This design comes from an exercise in tuning for small area and a short achievable clock period on the open sky130 flow, not from production work.
Function was checked by simulation only, so behaviour that the tests miss may differ from the original.
No activity file was given, so power comes from the tool's default toggle rates.

## JK
// bullet_pool
module bullet_pool #(
   parameter int DATA_WIDTH    = 32,
   parameter int ADDRESS_WIDTH = 6,
   parameter int DEPTH         = 64
) (
   input  logic                     clk,
   input  logic                     reset_n,
   input  logic                     alloc_req,
   input  logic [DATA_WIDTH-1:0]    alloc_data,
   output logic                     alloc_ack,
   output logic                     alloc_fail,
   output logic [ADDRESS_WIDTH-1:0] alloc_addr,
   output logic                     full,
   output logic [ADDRESS_WIDTH:0]   count,
   input  logic                     wEn,
   input  logic [ADDRESS_WIDTH-1:0] wAddr,
   input  logic [DATA_WIDTH-1:0]    dataIn,
   input  logic                     free_req,
   input  logic [ADDRESS_WIDTH-1:0] free_addr,
   input  logic                     readEn,
   input  logic [ADDRESS_WIDTH-1:0] rAddr,
   output logic [DATA_WIDTH-1:0]    dataOut,
   output logic                     rValid,
   input  logic                     scan_start,
   output logic                     scan_busy,
   output logic                     scan_valid,
   output logic [ADDRESS_WIDTH-1:0] scan_addr,
   output logic [DATA_WIDTH-1:0]    scan_data,
   output logic                     scan_done
);
For scale: about 180 I/O pins, ~0.098 mm² of cells after synthesis.
clock: 5.5 ns
lec_check: 0
cap_margin: 10
core_margin: 2
core_utilization: 40
cts_cluster_diameter: 100
cts_cluster_size: 20
setup_slack_margin: 2.5
slew_margin: 10
synth_hierarchical: 1
standard.sh (not shown) runs the stock make flow with config.mk's settings and CLKGATE_MAP_FILE= SYNTH_SCRIPT=/design/flow/synth_recipe.tcl, a recipe that flattens the netlist after the stock synthesis.
==> flow/flow/run.sh <==
#!/bin/bash
# Own layout flow: the standard flow, with two changes between synthesis and floorplan:
#  - AOI21 gates that synthesis upsized inside the tiny storage-bit modules are set back to
#    drive strength 1 (the resizer upsizes again wherever timing needs it);
#  - ports are buffered with buf_2 instead of the default delay-buffer cell.
# Each tool's full output goes to its own log file in this folder.
set -euo pipefail
RES=orfs/results/${FLOW_PLATFORM}/bullet_pool/base
bash standard.sh synth > flow_synth.log 2>&1
openroad -no_init -exit flow/downsize.tcl > flow_downsize.log 2>&1
touch ${RES}/1_synth.sdc
BUFFER_PORTS_ARGS="-buffer_cell sky130_fd_sc_hd__buf_2" bash standard.sh > flow_layout.log 2>&1
==> flow/flow/downsize.tcl <==
# Set AOI21 cells that synthesis sized up back to drive strength 1.
set res orfs/results/$::env(FLOW_PLATFORM)/bullet_pool/base
read_db $res/1_synth.odb
set db [ord::get_db]
set m1 [$db findMaster sky130_fd_sc_hd__a21oi_1]
set n 0
foreach inst [[ord::get_db_block] getInsts] {
  if {[[$inst getMaster] getName] eq "sky130_fd_sc_hd__a21oi_2"} {
    $inst swapMaster $m1
    incr n
  }
}
puts "downsized $n a21oi_2 cells"
write_db $res/1_synth.odb
JK: all stages complete, timing, DRC and antenna checks passed
## Diff of input files: MS against JK
# JK
export LEC_CHECK = 0
export CAP_MARGIN = 10
export CORE_MARGIN = 2
export CORE_UTILIZATION = 40
export CTS_CLUSTER_DIAMETER = 100
export CTS_CLUSTER_SIZE = 20
export SETUP_SLACK_MARGIN = 2.5
export SLEW_MARGIN = 10
export SYNTH_HIERARCHICAL = 1
create_clock -name core_clock -period 5.5 [get_ports {clk}]
# MS
export LEC_CHECK = 0
export CAP_MARGIN = 20
export CORE_MARGIN = 2
export CORE_UTILIZATION = 40
export CTS_CLUSTER_DIAMETER = 60
export CTS_CLUSTER_SIZE = 20
export SETUP_SLACK_MARGIN = 2.5
export SLEW_MARGIN = 20
export SYNTH_HIERARCHICAL = 1
create_clock -name core_clock -period 5.5 [get_ports {clk}]
Findings:
- In MS, the worst-case headroom to the max-slew limit came out 4.6 points above the value in JK.
- Global-route usage essentially unchanged between JK and MS.
- Re sequential cell area share: JK and MS aren't equal, and the higher value belongs to JK.
- [compare] base=JK new=MS: layout overhead on the synthesized area shows an increase of 3.2 points; clock-buffer cell count higher; total power increased by about 7% relative to the old numbers; total routed wirelength now larger; via count of the first global-routing pass closely matched the old numbers.
- Compared with JK, in MS vias after detailed routing rose by 983; maximum achievable frequency now larger; worst clock skew went up.


The RTL this note starts from:
==> flow/design.v <==
module bullet_pool #(
   parameter int DATA_WIDTH    = 32,
   parameter int ADDRESS_WIDTH = 6,
   parameter int DEPTH         = 64
) (
   input  logic                     clk,
   input  logic                     reset_n,
   input  logic                     alloc_req,
   input  logic [DATA_WIDTH-1:0]    alloc_data,
   output logic                     alloc_ack,
   output logic                     alloc_fail,
   output logic [ADDRESS_WIDTH-1:0] alloc_addr,
   output logic                     full,
   output logic [ADDRESS_WIDTH:0]   count,
   input  logic                     wEn,
   input  logic [ADDRESS_WIDTH-1:0] wAddr,
   input  logic [DATA_WIDTH-1:0]    dataIn,
   input  logic                     free_req,
   input  logic [ADDRESS_WIDTH-1:0] free_addr,
   input  logic                     readEn,
   input  logic [ADDRESS_WIDTH-1:0] rAddr,
   output logic [DATA_WIDTH-1:0]    dataOut,
   output logic                     rValid,
   input  logic                     scan_start,
   output logic                     scan_busy,
   output logic                     scan_valid,
   output logic [ADDRESS_WIDTH-1:0] scan_addr,
   output logic [DATA_WIDTH-1:0]    scan_data,
   output logic                     scan_done
);
   localparam int DW = DATA_WIDTH;
   localparam int AW = ADDRESS_WIDTH;
   localparam int CW = ADDRESS_WIDTH + 1;
   logic [DEPTH-1:0][DW-1:0] mem;
   logic [DEPTH-1:0] valid;
   logic           ph;
   logic [DEPTH-1:0] wdec, fdec, rdec, sdec, lfree, lfree_nxt, sdec_nxt;
   logic [AW-1:0]    idx_nxt;
   logic [AW-1:0]    idx;
   logic             busy;
   always_comb begin
      for (int i = 0; i < DEPTH; i++) begin
         wdec[i] = (wAddr == AW'(i));
         fdec[i] = (free_addr == AW'(i));
         rdec[i]     = (rAddr == AW'(i));
         sdec_nxt[i] = (idx_nxt == AW'(i));
      end
   end
   logic [AW-1:0] cand;
   logic [7:0]    gall, gpre;
   always_comb begin
      for (int g = 0; g < 8; g++) begin
         gall[g] = &valid_nxt[8*g +: 8];
         gpre[g] = 1'b1;
         for (int h = 0; h < g; h++) gpre[g] = gpre[g] & gall[h];
      end
      for (int i = 0; i < DEPTH; i++) begin
         logic pin;
         pin = 1'b1;
         for (int j = 8 * (i / 8); j < i; j++) pin = pin & valid_nxt[j];
         lfree_nxt[i] = ~valid_nxt[i] & pin & gpre[i / 8];
      end
      cand = '0;
      for (int i = 0; i < DEPTH; i++)
         cand = cand | ({AW{lfree[i]}} & AW'(i));
   end
   assign full = count[AW];
   logic do_alloc, do_free;
   logic [DEPTH-1:0] wa, wu, hold, valid_nxt;
   assign do_alloc = alloc_req & ~full;
   assign do_free  = free_req & |(fdec & valid);
   always_comb begin
      for (int i = 0; i < DEPTH; i++) begin
         wa[i]        = do_alloc & lfree[i];
         wu[i]        = wEn & wdec[i] & valid[i];
         hold[i]      = ~(wa[i] | wu[i]);
         valid_nxt[i] = (valid[i] & ~(free_req & fdec[i])) | wa[i];
      end
   end
   logic [DW-1:0]    adata_n, udata_n;
   logic [DEPTH-1:0] wa_n, wu_n;
   assign adata_n = ~(alloc_data ^ {DW{ph}});
   assign udata_n = ~(dataIn ^ {DW{ph}});
   assign wa_n    = ~wa;
   assign wu_n    = ~wu;
   for (genvar i = 0; i < DEPTH; i++) begin : g_word
      for (genvar b = 0; b < DW; b++) begin : g_bit
         bp_cell u_cell (
            .clk(clk), .wa_n(wa_n[i]), .a_n(adata_n[b]), .wu_n(wu_n[i]), .u_n(udata_n[b]),
            .h(hold[i]), .q(mem[i][b])
         );
      end
   end
   logic [DEPTH-1:0] rsel_n, ssel_n;
   assign rsel_n = ~rdec;
   assign ssel_n = ~sdec;
   logic [DW-1:0] rmux, smux;
   logic          rv, sv;
   for (genvar b = 0; b < DW; b++) begin : g_rd
      logic [DEPTH-1:0] col;
      always_comb
         for (int i = 0; i < DEPTH; i++) col[i] = mem[i][b];
      bp_mux64 u_rmux (.d(col), .s_n(rsel_n), .y_n(rmux[b]));
      bp_mux64 u_smux (.d(col), .s_n(ssel_n), .y_n(smux[b]));
   end
   always_comb begin
      rv = 1'b0;
      sv = 1'b0;
      for (int i = 0; i < DEPTH; i++) begin
         rv = rv | (rdec[i] & valid[i]);
         sv = sv | (sdec[i] & valid[i]);
      end
   end
   logic [DW-1:0] rval, sval;
   assign rval      = ~(rmux ^ {DW{ph}});
   assign sval      = ~(smux ^ {DW{ph}});
   assign scan_busy = busy;
   assign idx_nxt   = idx + AW'(busy);
   logic [CW-1:0] cnt_inc, cnt_dec, cnt_nxt;
   bp_incdec #(.W(CW)) u_incdec (.a(count), .inc(cnt_inc), .dec(cnt_dec));
   always_comb begin
      case ({do_alloc, do_free})
         2'b10:   cnt_nxt = cnt_inc;
         2'b01:   cnt_nxt = cnt_dec;
         default: cnt_nxt = count;
      endcase
   end
   logic last;
   assign last = busy & (idx == AW'(DEPTH - 1));
   always_ff @(posedge clk or negedge reset_n) begin
      if (!reset_n) begin
         valid      <= '0;
         lfree      <= DEPTH'(1);
         sdec       <= DEPTH'(1);
         count      <= '0;
         ph         <= 1'b0;
         alloc_ack  <= 1'b0;
         alloc_fail <= 1'b0;
         alloc_addr <= '0;
         dataOut    <= '0;
         rValid     <= 1'b0;
         busy       <= 1'b0;
         idx        <= '0;
         scan_valid <= 1'b0;
         scan_done  <= 1'b0;
         scan_addr  <= '0;
         scan_data  <= '0;
      end else begin
         valid      <= valid_nxt;
         lfree      <= lfree_nxt;
         sdec       <= sdec_nxt;
         count      <= cnt_nxt;
         ph         <= ~ph;
         alloc_ack  <= do_alloc;
         alloc_fail <= alloc_req & full;
         alloc_addr <= cand;
         if (readEn) begin
            dataOut <= rval;
            rValid <= rv;
         end
         busy       <= busy ? ~last : scan_start;
         idx        <= idx_nxt;
         scan_valid <= busy & sv;
         scan_done  <= last;
         scan_addr  <= idx;
         scan_data  <= sval;
      end
   end
endmodule
module bp_cell (
   input  logic clk,
   input  logic wa_n,
   input  logic a_n,
   input  logic wu_n,
   input  logic u_n,
   input  logic h,
   output logic q
);
   logic x, d;
   bp_oai22 u_x (.a1(wa_n), .a2(a_n), .b1(wu_n), .b2(u_n), .y(x));
   bp_aoi21 u_d (.a1(h), .a2(q), .b1(x), .y(d));
   always_ff @(posedge clk) q <= d;
endmodule
module bp_incdec #(
   parameter int W = 7
) (
   input  logic [W-1:0] a,
   output logic [W-1:0] inc,
   output logic [W-1:0] dec
);
   assign inc = a + W'(1);
   assign dec = a - W'(1);
endmodule
module bp_mux64 (
   input  logic [63:0] d,
   input  logic [63:0] s_n,
   output logic        y_n
);
   logic [31:0] l1;
   logic [15:0] l2;
   logic [3:0]  l3;
   logic [1:0]  l4;
   for (genvar g = 0; g < 32; g++) begin : g_l1
      bp_oai22 u (.a1(d[2*g]), .a2(s_n[2*g]), .b1(d[2*g+1]), .b2(s_n[2*g+1]), .y(l1[g]));
   end
   for (genvar g = 0; g < 16; g++) begin : g_l2
      bp_nor2 u (.a(l1[2*g]), .b(l1[2*g+1]), .y(l2[g]));
   end
   for (genvar g = 0; g < 4; g++) begin : g_l3
      bp_nand4 u (.a(l2[4*g]), .b(l2[4*g+1]), .c(l2[4*g+2]), .d(l2[4*g+3]), .y(l3[g]));
   end
   for (genvar g = 0; g < 2; g++) begin : g_l4
      bp_nor2 u (.a(l3[2*g]), .b(l3[2*g+1]), .y(l4[g]));
   end
   bp_nand2 u_l5 (.a(l4[0]), .b(l4[1]), .y(y_n));
endmodule
module bp_oai22 (
   input  logic a1, a2, b1, b2,
   output logic y
);
   assign y = ~((a1 | a2) & (b1 | b2));
endmodule
module bp_aoi21 (
   input  logic a1, a2, b1,
   output logic y
);
   assign y = ~((a1 & a2) | b1);
endmodule
module bp_nand4 (
   input  logic a, b, c, d,
   output logic y
);
   assign y = ~(a & b & c & d);
endmodule
module bp_nor2 (
   input  logic a, b,
   output logic y
);
   assign y = ~(a | b);
endmodule
module bp_nand2 (
   input  logic a, b,
   output logic y
);
   assign y = ~(a & b);
endmodule
export LEC_CHECK = 0
export CAP_MARGIN = 20
export CORE_MARGIN = 2
export CORE_UTILIZATION = 40
export CTS_CLUSTER_DIAMETER = 100
export CTS_CLUSTER_SIZE = 20
export SETUP_SLACK_MARGIN = 2.7
export SLEW_MARGIN = 20
export SYNTH_HIERARCHICAL = 1
create_clock -name core_clock -period 5.5 [get_ports {clk}]
Scripts as last shown in full above: flow/flow/run.sh, flow/flow/downsize.tcl
Next try:
--- a/flow/flow/run.sh
+++ b/flow/flow/run.sh
@@ -3,2 +3,3 @@
-#  - AOI21 gates that synthesis upsized inside the tiny storage-bit modules are set back to
-#    drive strength 1 (the resizer upsizes again wherever timing needs it);
+#  - drive strengths only (flow/downsize.tcl): AOI21 gates that synthesis upsized inside the
+#    tiny storage-bit modules are set back to size 1, and the read-mux stages that drive the
+#    long column wires start at size 2 (the resizer still resizes wherever timing needs it);
==> flow/flow/downsize.tcl (replaced) <==
# Drive-strength changes between synthesis and floorplan (no logic change):
#  - AOI21 gates that synthesis sized up inside the storage-bit modules go back to size 1;
#  - in the read multiplexer trees, the NAND4 stage fed by NOR2s and the NOR2 stage fed by
#    those NAND4s drive the long column wires, so they start at size 2.
set res orfs/results/$::env(FLOW_PLATFORM)/bullet_pool/base
read_db $res/1_synth.odb
set db [ord::get_db]
proc driver_master {net} {
  foreach it [$net getITerms] {
    if {[$it isOutputSignal]} { return [[[$it getInst] getMaster] getName] }
  }
  return ""
}
proc all_inputs_from {inst pat} {
  set n 0
  foreach it [$inst getITerms] {
    if {![$it isInputSignal]} continue
    set net [$it getNet]
    if {$net eq "NULL" || $net eq ""} { return 0 }
    if {![string match $pat [driver_master $net]]} { return 0 }
    incr n
  }
  return [expr {$n > 0}]
}
set a21 [$db findMaster sky130_fd_sc_hd__a21oi_1]
set nd4 [$db findMaster sky130_fd_sc_hd__nand4_2]
set nr2 [$db findMaster sky130_fd_sc_hd__nor2_2]
set na 0; set nn 0
set l3 {}
foreach inst [[ord::get_db_block] getInsts] {
  set m [[$inst getMaster] getName]
  if {$m eq "sky130_fd_sc_hd__a21oi_2"} {
    $inst swapMaster $a21
    incr na
  } elseif {$m eq "sky130_fd_sc_hd__nand4_1" && [all_inputs_from $inst "sky130_fd_sc_hd__nor2_*"]} {
    lappend l3 $inst
  }
}
foreach inst $l3 { $inst swapMaster $nd4 }
set n4 0
foreach inst [[ord::get_db_block] getInsts] {
  if {[[$inst getMaster] getName] eq "sky130_fd_sc_hd__nor2_1" && [all_inputs_from $inst "sky130_fd_sc_hd__nand4_2"]} {
    $inst swapMaster $nr2
    incr n4
  }
}
puts "downsized $na a21oi_2 cells; upsized [llength $l3] nand4 and $n4 nor2 cells"
write_db $res/1_synth.odb
--- a/flow/config.mk
+++ b/flow/config.mk
@@ -13 +13 @@
-export SETUP_SLACK_MARGIN = 2.7
+export SETUP_SLACK_MARGIN = 2.5
Outcome: The new run completed without violations; final area falls by 5.2%; sequential cell count does not change; global-route usage came out lower by 4.2 points; power goes down by 0.46%; wire length shrinks by 6.4%; non-clock buffer count falls by 492; worst setup slack gets better by 200 ps; sequential share of layout area rises by 2.1 points; worst hold slack gains 68 ps.
Next try:
--- a/flow/flow/run.sh
+++ b/flow/flow/run.sh
@@ -3,3 +3,2 @@
-#  - drive strengths only (flow/downsize.tcl): AOI21 gates that synthesis upsized inside the
-#    tiny storage-bit modules are set back to size 1, and the read-mux stages that drive the
-#    long column wires start at size 2 (the resizer still resizes wherever timing needs it);
+#  - AOI21 gates that synthesis upsized inside the tiny storage-bit modules are set back to
+#    drive strength 1 (the resizer upsizes again wherever timing needs it);
==> flow/flow/downsize.tcl (replaced) <==
# Set AOI21 cells that synthesis sized up back to drive strength 1.
set res orfs/results/$::env(FLOW_PLATFORM)/bullet_pool/base
read_db $res/1_synth.odb
set db [ord::get_db]
set m1 [$db findMaster sky130_fd_sc_hd__a21oi_1]
set n 0
foreach inst [[ord::get_db_block] getInsts] {
  if {[[$inst getMaster] getName] eq "sky130_fd_sc_hd__a21oi_2"} {
    $inst swapMaster $m1
    incr n
  }
}
puts "downsized $n a21oi_2 cells"
write_db $res/1_synth.odb
Outcome: The changed run completed with no timing, DRC or antenna violations. Total power stays flat. Final cell count climbs by 1.9%. First-iteration DRC count climbs by 9.8%. Combinational power is about the same. Synthesized cell count does not change. Sequential power stays flat. Via count climbs by 4.3%. Worst setup slack got worse by 17 ps.
Next try:
--- a/flow/flow/run.sh
+++ b/flow/flow/run.sh
@@ -3,2 +3,3 @@
-#  - AOI21 gates that synthesis upsized inside the tiny storage-bit modules are set back to
-#    drive strength 1 (the resizer upsizes again wherever timing needs it);
+#  - drive strengths only (flow/downsize.tcl): AOI21 gates that synthesis upsized inside the
+#    tiny storage-bit modules are set back to size 1, and the read-mux stages that drive the
+#    long column wires start at size 2 (the resizer still resizes wherever timing needs it);
==> flow/flow/downsize.tcl (replaced) <==
# Drive-strength changes between synthesis and floorplan (no logic change):
#  - AOI21 gates that synthesis sized up inside the storage-bit modules go back to size 1;
#  - in the read multiplexer trees, the NAND4 stage fed by NOR2s and the NOR2 stage fed by
#    those NAND4s drive the long column wires, so they start at size 2.
set res orfs/results/$::env(FLOW_PLATFORM)/bullet_pool/base
read_db $res/1_synth.odb
set db [ord::get_db]
proc driver_master {net} {
  foreach it [$net getITerms] {
    if {[$it isOutputSignal]} { return [[[$it getInst] getMaster] getName] }
  }
  return ""
}
proc all_inputs_from {inst pat} {
  set n 0
  foreach it [$inst getITerms] {
    if {![$it isInputSignal]} continue
    set net [$it getNet]
    if {$net eq "NULL" || $net eq ""} { return 0 }
    if {![string match $pat [driver_master $net]]} { return 0 }
    incr n
  }
  return [expr {$n > 0}]
}
set a21 [$db findMaster sky130_fd_sc_hd__a21oi_1]
set nd4 [$db findMaster sky130_fd_sc_hd__nand4_2]
set nr2 [$db findMaster sky130_fd_sc_hd__nor2_2]
set na 0; set nn 0
set l3 {}
foreach inst [[ord::get_db_block] getInsts] {
  set m [[$inst getMaster] getName]
  if {$m eq "sky130_fd_sc_hd__a21oi_2"} {
    $inst swapMaster $a21
    incr na
  } elseif {$m eq "sky130_fd_sc_hd__nand4_1" && [all_inputs_from $inst "sky130_fd_sc_hd__nor2_*"]} {
    lappend l3 $inst
  }
}
foreach inst $l3 { $inst swapMaster $nd4 }
set n4 0
foreach inst [[ord::get_db_block] getInsts] {
  if {[[$inst getMaster] getName] eq "sky130_fd_sc_hd__nor2_1" && [all_inputs_from $inst "sky130_fd_sc_hd__nand4_2"]} {
    $inst swapMaster $nr2
    incr n4
  }
}
puts "downsized $na a21oi_2 cells; upsized [llength $l3] nand4 and $n4 nor2 cells"
write_db $res/1_synth.odb
--- a/flow/config.mk
+++ b/flow/config.mk
@@ -13 +13 @@
-export SETUP_SLACK_MARGIN = 2.5
+export SETUP_SLACK_MARGIN = 2.7
After rerunning: The new run produced a clean layout. Power climbs by 2.4%. Sequential share of layout area drops by 0.56 points. Sequential power barely changes. Utilization drops by 0.30 points. Die area climbs by 1.9%. Count of clock-buffer cells in the layout stays the same. Synthesized area climbs by 2.0%. Fmax climbs by 8.6%.

[static timing again, ports no longer ideal]
In the flow no input, the clock included, has a driving cell. The finished layouts below were timed again as built, in two steps.
Step 1: set_driving_cell puts a clkbuf_16 on clk and a buf_2 on each other input, an assumption about the parent block.
Step 2 times the ports against the registers' clock, not the clock port: input delays grow and output delays shrink by t, the midpoint of the rising clock arrivals with the driver on.
a / b / c = no drivers / after step 1 / after step 2; a / b = the first two.
run	t (ns)	slack for setup (ns)	hold WS [ns]
JK	0.993	1.908 / 1.742 / 0.749	0.158 / 0.124 / 0.436
MS	1.036	2.062 / 1.943 / 0.906	0.145 / 0.097 / 0.422
the first run of note 2	0.980	1.927 / 1.838 / 0.858	0.148 / 0.087 / 0.464
the second run of note 2	0.964	2.130 / 2.050 / 1.086	0.216 / 0.174 / 0.434
the third run of note 2	0.964	2.114 / 2.062 / 1.098	0.181 / 0.126 / 0.412
the fourth run of note 2	0.951	2.382 / 2.222 / 1.271	0.224 / 0.187 / 0.426
After both steps every run listed still meets setup and hold. For JK, which loses most, drivers alone change the setup slack by -0.166 ns; drivers and shift together by -1.159 ns.
